Background: an optimization exercise with open tools, aiming at small area and few clock cycles. Do not read the settings as production practice.
The RTL of this run was laid out without a check of its function.
Power figures rest on the tool's default switching activity, not on a simulated workload.

==> design/flow/constraint.sdc <==
create_clock -name core_clock -period 12.0 [get_ports {core_clk}]
set_input_delay 2.4000 -clock core_clock [delete_from_list [all_inputs] [get_ports {core_clk}]]
set_output_delay 2.4000 -clock core_clock [all_outputs]
set_load 0.01 [all_outputs]
==> design/flow/config.mk <==
export PLATFORM = sky130hd
export DESIGN_NAME = rdma_resp_gen
export DESIGN_NICKNAME = rdma_resp_gen
export VERILOG_FILES = /design/flow/design.v
export SDC_FILE = /design/flow/constraint.sdc
export NUM_CORES = 4
export LEC_CHECK = 0
export CAP_MARGIN = 20
export CORE_AREA = 10 10 410 410
export DIE_AREA = 0 0 420 420
export SLEW_MARGIN = 20
==> design/flow/design.v <==
package roce_hdr_pkg;
  localparam int unsigned HDR_BYTES             = 58;
  localparam int unsigned RD_RESP_PAYLOAD_BYTES = 256;
  localparam int unsigned ETH_HDR_BYTES = 14;
  localparam int unsigned IP_HDR_BYTES  = 20;
  localparam int unsigned UDP_HDR_BYTES = 8;
  localparam int unsigned BTH_OFS       = ETH_HDR_BYTES + IP_HDR_BYTES + UDP_HDR_BYTES;
  localparam logic [7:0] OPC_WR_ONLY      = 8'h0A;
  localparam logic [7:0] OPC_RD_REQ       = 8'h0C;
  localparam logic [7:0] OPC_RD_RESP_ONLY = 8'h10;
  localparam logic [7:0] OPC_ACK          = 8'h11;
  localparam logic [15:0] ETH_TYPE_IPV4 = 16'h0800;
  localparam logic [7:0]  IP_VER_IHL    = 8'h45;
  localparam logic [7:0]  IP_TOS        = 8'hb8;
  localparam logic [15:0] IP_ID         = 16'h5555;
  localparam logic [15:0] IP_FLAGS      = 16'h4000;   
  localparam logic [7:0]  IP_TTL        = 8'hba;
  localparam logic [7:0]  IP_PROTO_UDP  = 8'h11;
  localparam logic [15:0] UDP_SRC_PORT  = 16'h6851;
  localparam logic [15:0] UDP_DST_PORT  = 16'h12b7;   
  localparam logic [15:0] BTH_PKEY      = 16'h666f;
  typedef struct packed {
    logic [47:0] eth_dst;
    logic [47:0] eth_src;
    logic [15:0] eth_type;
    logic [7:0]  ip_ver_ihl;
    logic [7:0]  ip_tos;
    logic [15:0] ip_total_len;
    logic [15:0] ip_id;
    logic [15:0] ip_flags;
    logic [7:0]  ip_ttl;
    logic [7:0]  ip_proto;
    logic [15:0] ip_chksum;
    logic [31:0] ip_src;
    logic [31:0] ip_dst;
    logic [15:0] udp_src_port;
    logic [15:0] udp_dst_port;
    logic [15:0] udp_len;
    logic [15:0] udp_chksum;
    logic [7:0]  bth_opcode;
    logic [7:0]  bth_flags;
    logic [15:0] bth_pkey;
    logic [7:0]  bth_rsvd;
    logic [23:0] bth_dest_qp;
    logic [7:0]  bth_ack_req;
    logic [23:0] bth_psn;
    logic [31:0] aeth;
  } roce_hdr_t;
  typedef union packed {
    roce_hdr_t                 f;
    logic [0:HDR_BYTES-1][7:0] b;
  } roce_hdr_u;
endpackage
package resp_gen_cfg_pkg;
  localparam int unsigned DATA_W     = 512;
  localparam int unsigned KEEP_W     = DATA_W / 8;
  localparam int unsigned BEAT_BYTES = 64;
  localparam int unsigned BEAT_CNT_W = 3;
  localparam int unsigned LEN_W      = 9;
  localparam int unsigned NUM_QP   = 4;
  localparam int unsigned QP_IDX_W = 2;
  localparam logic [7:0] REG_SRC_MAC_LO = 8'h00;
  localparam logic [7:0] REG_SRC_MAC_HI = 8'h04;
  localparam logic [7:0] REG_SRC_IP     = 8'h08;
  localparam logic [7:0] REG_CTRL       = 8'h0C;
  localparam logic [7:0] REG_QP_BASE    = 8'h10;
  localparam logic [7:0] REG_QP_STRIDE  = 8'h10;
  localparam logic [7:0] QP_MAC_LO = 8'h0;
  localparam logic [7:0] QP_MAC_HI = 8'h4;
  localparam logic [7:0] QP_IP     = 8'h8;
endpackage
`timescale 1ns/10ps
module qp_cfg_regs (
  input  logic                                      core_clk,
  input  logic                                      core_aresetn,
  input  logic                                      psel_i,
  input  logic                                      penable_i,
  input  logic                                      pwrite_i,
  input  logic [7:0]                                paddr_i,
  input  logic [31:0]                               pwdata_i,
  output logic [31:0]                               prdata_o,
  output logic                                      pready_o,
  output logic                                      pslverr_o,
  output logic [47:0]                               src_mac_o,
  output logic [31:0]                               src_ip_o,
  output logic [resp_gen_cfg_pkg::NUM_QP-1:0][47:0] qp_mac_o,
  output logic [resp_gen_cfg_pkg::NUM_QP-1:0][31:0] qp_ip_o,
  output logic                                      cfg_en_o
);
  logic                                sel_src_lo;
  logic                                sel_src_hi;
  logic                                sel_src_ip;
  logic                                sel_ctrl;
  logic [resp_gen_cfg_pkg::NUM_QP-1:0] sel_qp_lo;
  logic [resp_gen_cfg_pkg::NUM_QP-1:0] sel_qp_hi;
  logic [resp_gen_cfg_pkg::NUM_QP-1:0] sel_qp_ip;
  logic                                hit;
  logic                                wr_en;
  always_comb begin
    sel_src_lo = paddr_i == resp_gen_cfg_pkg::REG_SRC_MAC_LO;
    sel_src_hi = paddr_i == resp_gen_cfg_pkg::REG_SRC_MAC_HI;
    sel_src_ip = paddr_i == resp_gen_cfg_pkg::REG_SRC_IP;
    sel_ctrl   = paddr_i == resp_gen_cfg_pkg::REG_CTRL;
    for (int q = 0; q < resp_gen_cfg_pkg::NUM_QP; q++) begin
      sel_qp_lo[q] = paddr_i == 8'(resp_gen_cfg_pkg::REG_QP_BASE
                     + q * resp_gen_cfg_pkg::REG_QP_STRIDE + resp_gen_cfg_pkg::QP_MAC_LO);
      sel_qp_hi[q] = paddr_i == 8'(resp_gen_cfg_pkg::REG_QP_BASE
                     + q * resp_gen_cfg_pkg::REG_QP_STRIDE + resp_gen_cfg_pkg::QP_MAC_HI);
      sel_qp_ip[q] = paddr_i == 8'(resp_gen_cfg_pkg::REG_QP_BASE
                     + q * resp_gen_cfg_pkg::REG_QP_STRIDE + resp_gen_cfg_pkg::QP_IP);
    end
    hit = sel_src_lo | sel_src_hi | sel_src_ip | sel_ctrl
          | (|sel_qp_lo) | (|sel_qp_hi) | (|sel_qp_ip);
  end
  always_comb begin
    prdata_o = '0;
    if (sel_src_lo) prdata_o = src_mac_o[31:0];
    if (sel_src_hi) prdata_o = {16'h0, src_mac_o[47:32]};
    if (sel_src_ip) prdata_o = src_ip_o;
    if (sel_ctrl)   prdata_o = {31'h0, cfg_en_o};
    for (int q = 0; q < resp_gen_cfg_pkg::NUM_QP; q++) begin
      if (sel_qp_lo[q]) prdata_o = qp_mac_o[q][31:0];
      if (sel_qp_hi[q]) prdata_o = {16'h0, qp_mac_o[q][47:32]};
      if (sel_qp_ip[q]) prdata_o = qp_ip_o[q];
    end
  end
  assign pready_o  = 1'b1;   
  assign pslverr_o = psel_i & penable_i & ~hit;
  assign wr_en     = psel_i & penable_i & pwrite_i;
  always_ff @(posedge core_clk or negedge core_aresetn) begin
    if (!core_aresetn) begin
      src_mac_o <= '0;
      src_ip_o  <= '0;
      qp_mac_o  <= '0;
      qp_ip_o   <= '0;
      cfg_en_o  <= 1'b0;
    end else if (wr_en) begin
      if (sel_src_lo) src_mac_o[31:0]  <= pwdata_i;
      if (sel_src_hi) src_mac_o[47:32] <= pwdata_i[15:0];
      if (sel_src_ip) src_ip_o         <= pwdata_i;
      if (sel_ctrl)   cfg_en_o         <= pwdata_i[0];
      for (int q = 0; q < resp_gen_cfg_pkg::NUM_QP; q++) begin
        if (sel_qp_lo[q]) qp_mac_o[q][31:0]  <= pwdata_i;
        if (sel_qp_hi[q]) qp_mac_o[q][47:32] <= pwdata_i[15:0];
        if (sel_qp_ip[q]) qp_ip_o[q]         <= pwdata_i;
      end
    end
  end
endmodule
`timescale 1ns/10ps
module rd_req_capture #(
  parameter int unsigned DEPTH = 2
) (
  input  logic                                core_clk,
  input  logic                                core_aresetn,
  input  logic                                cfg_en_i,
  input  logic                                req_valid_i,
  input  logic [resp_gen_cfg_pkg::DATA_W-1:0] req_data_i,
  output logic                                req_ready_o,
  output logic                                cap_valid_o,   
  input  logic                                cap_pop_i,     
  output logic                                cap_is_ack_o,
  output logic [23:0]                         cap_qp_o,
  output logic [23:0]                         cap_psn_o
);
  localparam int unsigned QP_BIT  = (roce_hdr_pkg::BTH_OFS + 5) * 8;
  localparam int unsigned PSN_BIT = (roce_hdr_pkg::BTH_OFS + 9) * 8;
  localparam int unsigned PTR_W   = (DEPTH > 1) ? $clog2(DEPTH) : 1;
  localparam int unsigned CNT_W   = $clog2(DEPTH + 1);
  logic [7:0]       opcode;
  logic             op_rd;
  logic             op_wr;
  logic             full;
  logic             push;
  logic [CNT_W-1:0] count;
  logic [PTR_W-1:0] wr_ptr;
  logic [PTR_W-1:0] rd_ptr;
  logic [48:0]      mem [DEPTH];
  logic [48:0]      in_word;
  logic [48:0]      head;
  assign opcode = req_data_i[roce_hdr_pkg::BTH_OFS*8 +: 8];
  assign op_rd  = opcode == roce_hdr_pkg::OPC_RD_REQ;
  assign op_wr  = opcode == roce_hdr_pkg::OPC_WR_ONLY;
  assign full   = count == CNT_W'(DEPTH);
  assign req_ready_o = cfg_en_i && (!full || cap_pop_i || !(op_rd || op_wr));
  assign push        = req_valid_i && req_ready_o && (op_rd || op_wr);
  assign in_word = {op_wr,
                    req_data_i[QP_BIT +: 8], req_data_i[QP_BIT + 8 +: 8],
                    req_data_i[QP_BIT + 16 +: 8],
                    req_data_i[PSN_BIT +: 8], req_data_i[PSN_BIT + 8 +: 8],
                    req_data_i[PSN_BIT + 16 +: 8]};
  always_ff @(posedge core_clk or negedge core_aresetn) begin
    if (!core_aresetn) begin
      count  <= '0;
      wr_ptr <= '0;
      rd_ptr <= '0;
    end else begin
      if (push != cap_pop_i) count <= push ? count + 1'b1 : count - 1'b1;
      if (push) wr_ptr <= (DEPTH > 1 && wr_ptr == PTR_W'(DEPTH - 1)) ? '0 : wr_ptr + 1'b1;
      if (cap_pop_i) rd_ptr <= (DEPTH > 1 && rd_ptr == PTR_W'(DEPTH - 1)) ? '0 : rd_ptr + 1'b1;
    end
  end
  always_ff @(posedge core_clk) begin
    if (push) mem[(DEPTH > 1) ? wr_ptr : '0] <= in_word;
  end
  assign head         = mem[(DEPTH > 1) ? rd_ptr : '0];
  assign cap_valid_o  = count != '0;
  assign cap_is_ack_o = head[48];
  assign cap_qp_o     = head[47:24];
  assign cap_psn_o    = head[23:0];
endmodule
`timescale 1ns/10ps
module resp_hdr_build (
  input  logic                                      cap_is_ack_i,
  input  logic [23:0]                               cap_qp_i,
  input  logic [23:0]                               cap_psn_i,
  input  logic [47:0]                               src_mac_i,
  input  logic [31:0]                               src_ip_i,
  input  logic [resp_gen_cfg_pkg::NUM_QP-1:0][47:0] qp_mac_i,
  input  logic [resp_gen_cfg_pkg::NUM_QP-1:0][31:0] qp_ip_i,
  output roce_hdr_pkg::roce_hdr_u                   hdr_o
);
  logic [resp_gen_cfg_pkg::QP_IDX_W-1:0] qp_idx;
  logic [15:0]                           ip_len;
  roce_hdr_pkg::roce_hdr_t               f;
  logic [31:0]                           dst_ip;
  logic [15:0]                           csum_const;
  logic [18:0]                           csum_acc;
  logic [16:0]                           csum_fold;
  logic [15:0]                           csum_sum;
  assign qp_idx = cap_qp_i[resp_gen_cfg_pkg::QP_IDX_W-1:0];
  assign ip_len = 16'(roce_hdr_pkg::HDR_BYTES - roce_hdr_pkg::ETH_HDR_BYTES)
                  + (cap_is_ack_i ? 16'd0 : 16'(roce_hdr_pkg::RD_RESP_PAYLOAD_BYTES));
  assign dst_ip = qp_ip_i[qp_idx];
  assign csum_const = cap_is_ack_i ? 16'h954b : 16'h964b;
  always_comb begin
    f              = '0;
    f.eth_dst      = qp_mac_i[qp_idx];
    f.eth_src      = src_mac_i;
    f.eth_type     = roce_hdr_pkg::ETH_TYPE_IPV4;
    f.ip_ver_ihl   = roce_hdr_pkg::IP_VER_IHL;
    f.ip_tos       = roce_hdr_pkg::IP_TOS;
    f.ip_total_len = ip_len;
    f.ip_id        = roce_hdr_pkg::IP_ID;
    f.ip_flags     = roce_hdr_pkg::IP_FLAGS;
    f.ip_ttl       = roce_hdr_pkg::IP_TTL;
    f.ip_proto     = roce_hdr_pkg::IP_PROTO_UDP;
    f.ip_src       = src_ip_i;
    f.ip_dst       = dst_ip;
    f.udp_src_port = roce_hdr_pkg::UDP_SRC_PORT;
    f.udp_dst_port = roce_hdr_pkg::UDP_DST_PORT;
    f.udp_len      = ip_len - 16'(roce_hdr_pkg::IP_HDR_BYTES);
    f.bth_opcode   = cap_is_ack_i ? roce_hdr_pkg::OPC_ACK : roce_hdr_pkg::OPC_RD_RESP_ONLY;
    f.bth_pkey     = roce_hdr_pkg::BTH_PKEY;
    f.bth_dest_qp  = cap_qp_i;
    f.bth_psn      = cap_psn_i;
    csum_acc  = 19'(csum_const) + 19'(src_ip_i[31:16]) + 19'(src_ip_i[15:0])
                + 19'(dst_ip[31:16]) + 19'(dst_ip[15:0]);
    csum_fold = 17'(csum_acc[15:0]) + 17'(csum_acc[18:16]);
    csum_sum  = csum_fold[15:0] + 16'(csum_fold[16]);
    f.ip_chksum = ~csum_sum;
  end
  assign hdr_o.f = f;
endmodule
`timescale 1ns/10ps
module axis_beat_serializer (
  input  logic                                core_clk,
  input  logic                                core_aresetn,
  input  logic                                hdr_valid_i,
  output logic                                hdr_pop_o,
  input  roce_hdr_pkg::roce_hdr_u             hdr_i,
  input  logic                                hdr_is_ack_i,
  input  logic [7:0]                          pay_byte_i,
  output logic [resp_gen_cfg_pkg::DATA_W-1:0] m_axis_tdata_o,
  output logic [resp_gen_cfg_pkg::KEEP_W-1:0] m_axis_tkeep_o,
  output logic                                m_axis_tvalid_o,
  output logic                                m_axis_tlast_o,
  input  logic                                m_axis_tready_i
);
  localparam int unsigned LAST_BEAT = (roce_hdr_pkg::HDR_BYTES
      + roce_hdr_pkg::RD_RESP_PAYLOAD_BYTES - 1) / resp_gen_cfg_pkg::BEAT_BYTES;
  logic [resp_gen_cfg_pkg::BEAT_CNT_W-1:0] beat_cnt;
  logic                                    first;
  logic                                    last;
  logic                                    beat_fire;
  assign first     = beat_cnt == '0;
  assign last      = hdr_is_ack_i || beat_cnt == resp_gen_cfg_pkg::BEAT_CNT_W'(LAST_BEAT);
  assign beat_fire = hdr_valid_i && m_axis_tready_i;
  assign hdr_pop_o = beat_fire && last;
  assign m_axis_tvalid_o = hdr_valid_i;
  assign m_axis_tlast_o  = last;
  assign m_axis_tkeep_o  = {{(resp_gen_cfg_pkg::KEEP_W - roce_hdr_pkg::HDR_BYTES){!last}},
                            {roce_hdr_pkg::HDR_BYTES{1'b1}}};
  always_comb begin
    for (int i = 0; i < resp_gen_cfg_pkg::KEEP_W; i++) begin
      m_axis_tdata_o[i*8 +: 8] = pay_byte_i;
    end
    if (first) begin
      for (int i = 0; i < roce_hdr_pkg::HDR_BYTES; i++) begin
        m_axis_tdata_o[i*8 +: 8] = hdr_i.b[i];
      end
    end
  end
  always_ff @(posedge core_clk or negedge core_aresetn) begin
    if (!core_aresetn) begin
      beat_cnt <= '0;
    end else if (beat_fire) begin
      beat_cnt <= last ? '0 : beat_cnt + 1'b1;
    end
  end
endmodule
`timescale 1ns/10ps
module rdma_resp_gen (
  input  logic                                core_clk,
  input  logic                                core_aresetn,
  input  logic                                psel_i,
  input  logic                                penable_i,
  input  logic                                pwrite_i,
  input  logic [7:0]                          paddr_i,
  input  logic [31:0]                         pwdata_i,
  output logic [31:0]                         prdata_o,
  output logic                                pready_o,
  output logic                                pslverr_o,
  input  logic                                req_valid_i,
  output logic                                req_ready_o,
  input  logic [resp_gen_cfg_pkg::DATA_W-1:0] req_data_i,
  output logic [resp_gen_cfg_pkg::DATA_W-1:0] m_axis_tdata_o,
  output logic [resp_gen_cfg_pkg::KEEP_W-1:0] m_axis_tkeep_o,
  output logic                                m_axis_tvalid_o,
  output logic                                m_axis_tlast_o,
  input  logic                                m_axis_tready_i
);
  logic [47:0]                               src_mac;
  logic [31:0]                               src_ip;
  logic [resp_gen_cfg_pkg::NUM_QP-1:0][47:0] qp_mac;
  logic [resp_gen_cfg_pkg::NUM_QP-1:0][31:0] qp_ip;
  logic                                      cfg_en;
  logic                                      cap_valid;
  logic                                      cap_pop;
  logic                                      cap_is_ack;
  logic [23:0]                               cap_qp;
  logic [23:0]                               cap_psn;
  roce_hdr_pkg::roce_hdr_u                   hdr;
  qp_cfg_regs u_regs (
    .core_clk     (core_clk),
    .core_aresetn (core_aresetn),
    .psel_i       (psel_i),
    .penable_i    (penable_i),
    .pwrite_i     (pwrite_i),
    .paddr_i      (paddr_i),
    .pwdata_i     (pwdata_i),
    .prdata_o     (prdata_o),
    .pready_o     (pready_o),
    .pslverr_o    (pslverr_o),
    .src_mac_o    (src_mac),
    .src_ip_o     (src_ip),
    .qp_mac_o     (qp_mac),
    .qp_ip_o      (qp_ip),
    .cfg_en_o     (cfg_en)
  );
  rd_req_capture u_capture (
    .core_clk     (core_clk),
    .core_aresetn (core_aresetn),
    .cfg_en_i     (cfg_en),
    .req_valid_i  (req_valid_i),
    .req_data_i   (req_data_i),
    .req_ready_o  (req_ready_o),
    .cap_valid_o  (cap_valid),
    .cap_pop_i    (cap_pop),
    .cap_is_ack_o (cap_is_ack),
    .cap_qp_o     (cap_qp),
    .cap_psn_o    (cap_psn)
  );
  resp_hdr_build u_hdr (
    .cap_is_ack_i (cap_is_ack),
    .cap_qp_i     (cap_qp),
    .cap_psn_i    (cap_psn),
    .src_mac_i    (src_mac),
    .src_ip_i     (src_ip),
    .qp_mac_i     (qp_mac),
    .qp_ip_i      (qp_ip),
    .hdr_o        (hdr)
  );
  axis_beat_serializer u_ser (
    .core_clk        (core_clk),
    .core_aresetn    (core_aresetn),
    .hdr_valid_i     (cap_valid),
    .hdr_pop_o       (cap_pop),
    .hdr_i           (hdr),
    .hdr_is_ack_i    (cap_is_ack),
    .pay_byte_i      (cap_psn[7:0]),
    .m_axis_tdata_o  (m_axis_tdata_o),
    .m_axis_tkeep_o  (m_axis_tkeep_o),
    .m_axis_tvalid_o (m_axis_tvalid_o),
    .m_axis_tlast_o  (m_axis_tlast_o),
    .m_axis_tready_i (m_axis_tready_i)
  );
endmodule
==> design/flow/run.sh <==
#!/bin/bash
# synth_recipe.tcl (not shown) runs the flow's synth.tcl, then flattens the netlist and writes it again
# the make line also repeats each setting of config.mk as NAME=value (left out here)
make -C /OpenROAD-flow-scripts/flow DESIGN_CONFIG=/design/flow/config.mk WORK_HOME=/design/flow/orfs CLKGATE_MAP_FILE= SYNTH_SCRIPT=/design/flow/synth_recipe.tcl finish
==> run summary <==
[worst register-to-register path, stage by stage, from the launching register on]
cell     delay (ns)
dfrtp_4        0.52
mux2i_4        0.22
buf_4          0.19
nand2_1        0.14
inv_1          0.16
nor2_1         0.35
o41a_1         0.26
nand3_1        0.32
nor2_4         0.16
buf_4          0.58
[how the worst min path moves through the flow]
stage | start | end | slack, ns | cells after the start
3_5_place_dp | u_regs.src_ip_o[1] | u_regs.src_ip_o[1] | 0.50 | 1
6_report | u_regs.src_ip_o[1] | u_regs.src_ip_o[1] | 0.51 | 1
5_1_grt | u_regs.src_ip_o[1] | u_regs.src_ip_o[1] | 0.53 | 1
3_3_place_gp | u_capture.count[1] | u_capture.count[1] | 0.48 | 1
2_1_floorplan | u_capture.count[1] | u_capture.count[1] | 0.46 | 1
4_1_cts | u_regs.src_ip_o[1] | u_regs.src_ip_o[1] | 0.51 | 1
[layout by cell type, fill, tap and decap left out, types with 10 or more instances in the layout]
cell type / instances
a21o_1: 10
a21oi_1: 108
a221oi_1: 51
a222oi_1: 13
a22o_1: 28
a22oi_1: 47
buf_12: 16
buf_4: 73
clkbuf_16: 57
clkbuf_8: 12
clkdlybuf4s50_1: 641
clkinv_2: 12
conb_1: 59
dfrtp_1: 407
edfxtp_1: 98
fa_1: 33
ha_1: 28
inv_1: 68
mux2_2: 402
mux2i_1: 63
mux4_2: 80
nand2_1: 68
nand2_2: 10
nand3_1: 46
nor2_1: 336
nor2_4: 16
o21a_1: 11
o21ai_0: 50
xnor2_1: 31
xor2_1: 15
[metrics by stage]
stage	setup WS (ns)	instances	utilization (%)
floorplan	1.59	2762	-
global placement	0.656	5040	23.5
detailed placement	0.686	5041	23.5
CTS	0.0790	5143	24.8
global route	-0.00472	5150	24.9
finish	0.596	5150	24.9
[cells by family (layout without fill, tap and decap cells)]
family / after synthesis / after routing
AOI/OAI and AO/OA: 389 / 389
xor gates and xnor gates: 49 / 49
adders and majority gates: 61 / 61
buffers and inverters: 595 / 908
DFF: 506 / 506
muxes: 548 / 548
other: 1 / 62
and+or+nand+nor: 555 / 555
[where the power goes]
| group | total (µW) | leakage [µW] | internal [µW] | switching (µW) |
|---|---|---|---|---|
| clock network | 1930 | 0.00103 | 1150 | 783 |
| registers | 1810 | 0.00655 | 1780 | 31.4 |
| logic | 5030 | 0.00929 | 2350 | 2680 |
[layout make-up]
| cell class | count | area, µm² | area share, % |
|---|---|---|---|
| timing repair buffer | 733 | 7340 | 18.6 |
| multi-input combinational | 1661 | 14100 | 35.6 |
| antenna | 3 | 7.51 | 0.0190 |
| tap | 2072 | 2590 | 6.56 |
| inverter | 73 | 285 | 0.722 |
| clock inverter | 31 | 482 | 1.22 |
| sequential | 506 | 13200 | 33.3 |
| clock buffer | 71 | 1600 | 4.06 |
[repair_timing]
action	in CTS	in global routing
resized for setup	1	17
gates cloned	0	0
pin swaps	0	2
setup endpoints to repair	1	14
setup buffers	0	4
[per-layer routing]
metal	part of all wire [%]	routed length [µm]
met1	34	46100
met2	51	69000
met3	7.6	10400
met4	8.0	10900
met5	0.034	46
[sequential cells by signal, indices dropped and copies added, names as in the netlist]
register          count
u_ser.beat_cnt        3
u_regs.qp_ip_o      128
u_capture.rd_ptr      1
u_regs.cfg_en_o       1
u_regs.src_mac_o     48
u_capture.wr_ptr      1
u_regs.qp_mac_o     192
u_capture.count       2
u_capture.mem        98
u_regs.src_ip_o      32
==> run summary <==
* Wirelength per Cell at 26.5 µm
* Min-delay worst type: flip-flop to flip-flop
* Global-route wire length before repair at 183 mm
* Complex-gate fraction of the synthesized area at under 10%
* GRT overflow at 0
* Largest family of logic cells by synthesized area: multiplexers
* Power density relative to cell area at about 220 nW/µm²
* Library cell contributing the largest single delay on the critical path: dfrtp_4
* Number of enable-type register cells in the synthesized netlist at 98
* Longest Clk Path Bufs at 3
* Synth area leaders: dfrtp_1 34%, mux2_2 15%, edfxtp_1 9.7%
* R2r worst-path depth at 9
* Placed cell area at between 30,000 and 40,000 µm²
* WL final at 136 mm
* Summed instance area of the synthesized netlist at 30,200 µm²
* Seq cells post-synth at a little over 500
* Buffers added on ports at between 600 and 700
* Filler cell count at around 17,000
* Die Height at 420 µm
* Number of maximum-capacitance violations at 0
* Maximum resistive drop on vdd at 0.157 mV
* Sequential share of the synthesized area at 43.5%
* Share of the synthesized area in the top cell type at 33.8%
* Initial antenna violation count at 14
* Share of flip-flops with an asynchronous set or reset after synthesis at about four fifths
* Reported leakage power at 0.0169 µW
* Average cell area after synthesis at about 11 µm²
* Launch point of the worst path: u_capture.rd_ptr
* Fraction of synthesized area in multiplexers at 23.1%
* Synthesis-to-layout area growth at 30.7%
* Starting utilization of the core area at 19.1%
* Starting DRT DRC Count at 1,961
* Highest Clock Rate at 87.7 MHz
* Final setup skew at 0.0513 ns
* Post-synth top cells: 408 x dfrtp_1, 402 x mux2_2, 361 x nor2_1
* Share of synthesized cell area in full adder, half adder and majority cells at 3.34%
* Stages on worst setup path at 35
* Number of detailed-routing iterations run before antenna repair at 5
* Synth Area in Simple Gates at 7.79%
* M2 GR Usage at 25.6%
* Post-CTS Hold Fix Bufs at 0
* Period minus WS final at 11.40 ns
* Final hold violation count at 0
* CTS tree: built
* Area of the die at between 150,000 and 200,000 µm²
* Worst Path Arrival at 9.00 ns
* Number of nets in the layout at around 3,700
* Critical register-to-register path startpoint: u_capture.rd_ptr
* Final sum of negative setup slack at 0 ns
* Final worst path period share at 95.0%
* Met1 global-route usage at between 10 and 15%
* Status: finished clean
* Crit path capture type: output pin
* Unique cell type count in the Yosys netlist at 76
* GRT Overall Usage at 14.5%
* Startpoint class of the critical path: flip-flop
* Maximum net fanout on the critical path at 22
* Largest net degree at the start of global routing at roughly 170
* Synth Flop Type: dfrtp_1
* TritonCTS buffer count at 56
* Global route hottest layer: met2
* Ratio of cells with drive above 1 in the final layout at 24.5%
* Post-layout power at 8770 µW
* Clock Sink Count at 506
* Maximum level of the CTS H-tree at 2
* Synth Instances at 2,704
* CP Data Required Time at 9.60 ns
* Row count at ~150
* Slew at the pin with the worst max-slew slack at approximately 1.1 ns
* GR met3 Demand/Resource at 3.25%
* Top Family by Delay on Critical Path: adder cells
* Final-report max-slew violation count at 0
* WHS at between 0.5 and 0.6 ns
* Placed wire-length estimate after detailed placement at 100 mm
* Rel. slew slack at ~27%
* Reg-to-reg critical path endpoint: u_capture.mem[0][23]
* Number of DRC violations after detailed routing at 0
* Area of the core region at 159,000 µm²
* Warnings from Yosys at 4
* Via count at 23,300
* Critical path class: flip-flop to output pin
* Area leader, netlist: dfrtp_1
* CP Buf/Inv Count at 7
* Critical path's largest stage delay at 0.52 ns
* Root Buffer Master: clkbuf_16
* Horizontal extent of the die at about 420 µm
* I/O pin cnt at 1,172
* Clock-pin slew on the worst setup and hold paths at 0.06 ns
* Reg-to-reg setup timing slack at 8.61 ns
* Most common cell in the synthesized netlist: dfrtp_1
* Vias in the first global route at 23,600
* Per-cell via count in the routed design at 4.52
* Final ANT Viol Nets at 0
* Worst setup path endpoint: m_axis_tdata_o[205]
* Clock latency of the later-clocked register in the worst-skew pair at 0.68 ns
* RePlAce Congestion at approximately 0.9
* Final design area excluding fillers at 39,500 µm²
* Area share of xor/xnor cells in the synthesized design at 1.42%
* Count of final setup violators at 0

-- what the ideal ports hide --
No port has a modelled driver above. Below, the same layout with a new extraction and two added sets of constraints.
Step 1: set_driving_cell puts a clkbuf_16 on core_clk and a buf_2 on each other input, an assumption about the parent block.
Step 2 times the ports against the registers' clock, not the clock port: input delays grow and output delays shrink by t, the midpoint of the rising clock arrivals with the driver on.
Slacks: no drivers / after step 1 / after step 2; pairs: no drivers / after step 1.
t (ns): 0.726
setup slack, ns: 0.596 / 0.524 / 1.250
latest minus earliest clock arrival (ns): 0.052 / 0.052
worst data-port slew with drivers (ns): 0.17
cell pins on the clock port's net: 1
After both steps this run still meets setup and hold. For this run, drivers alone change the setup slack by -0.072 ns; drivers and shift together by +0.654 ns.
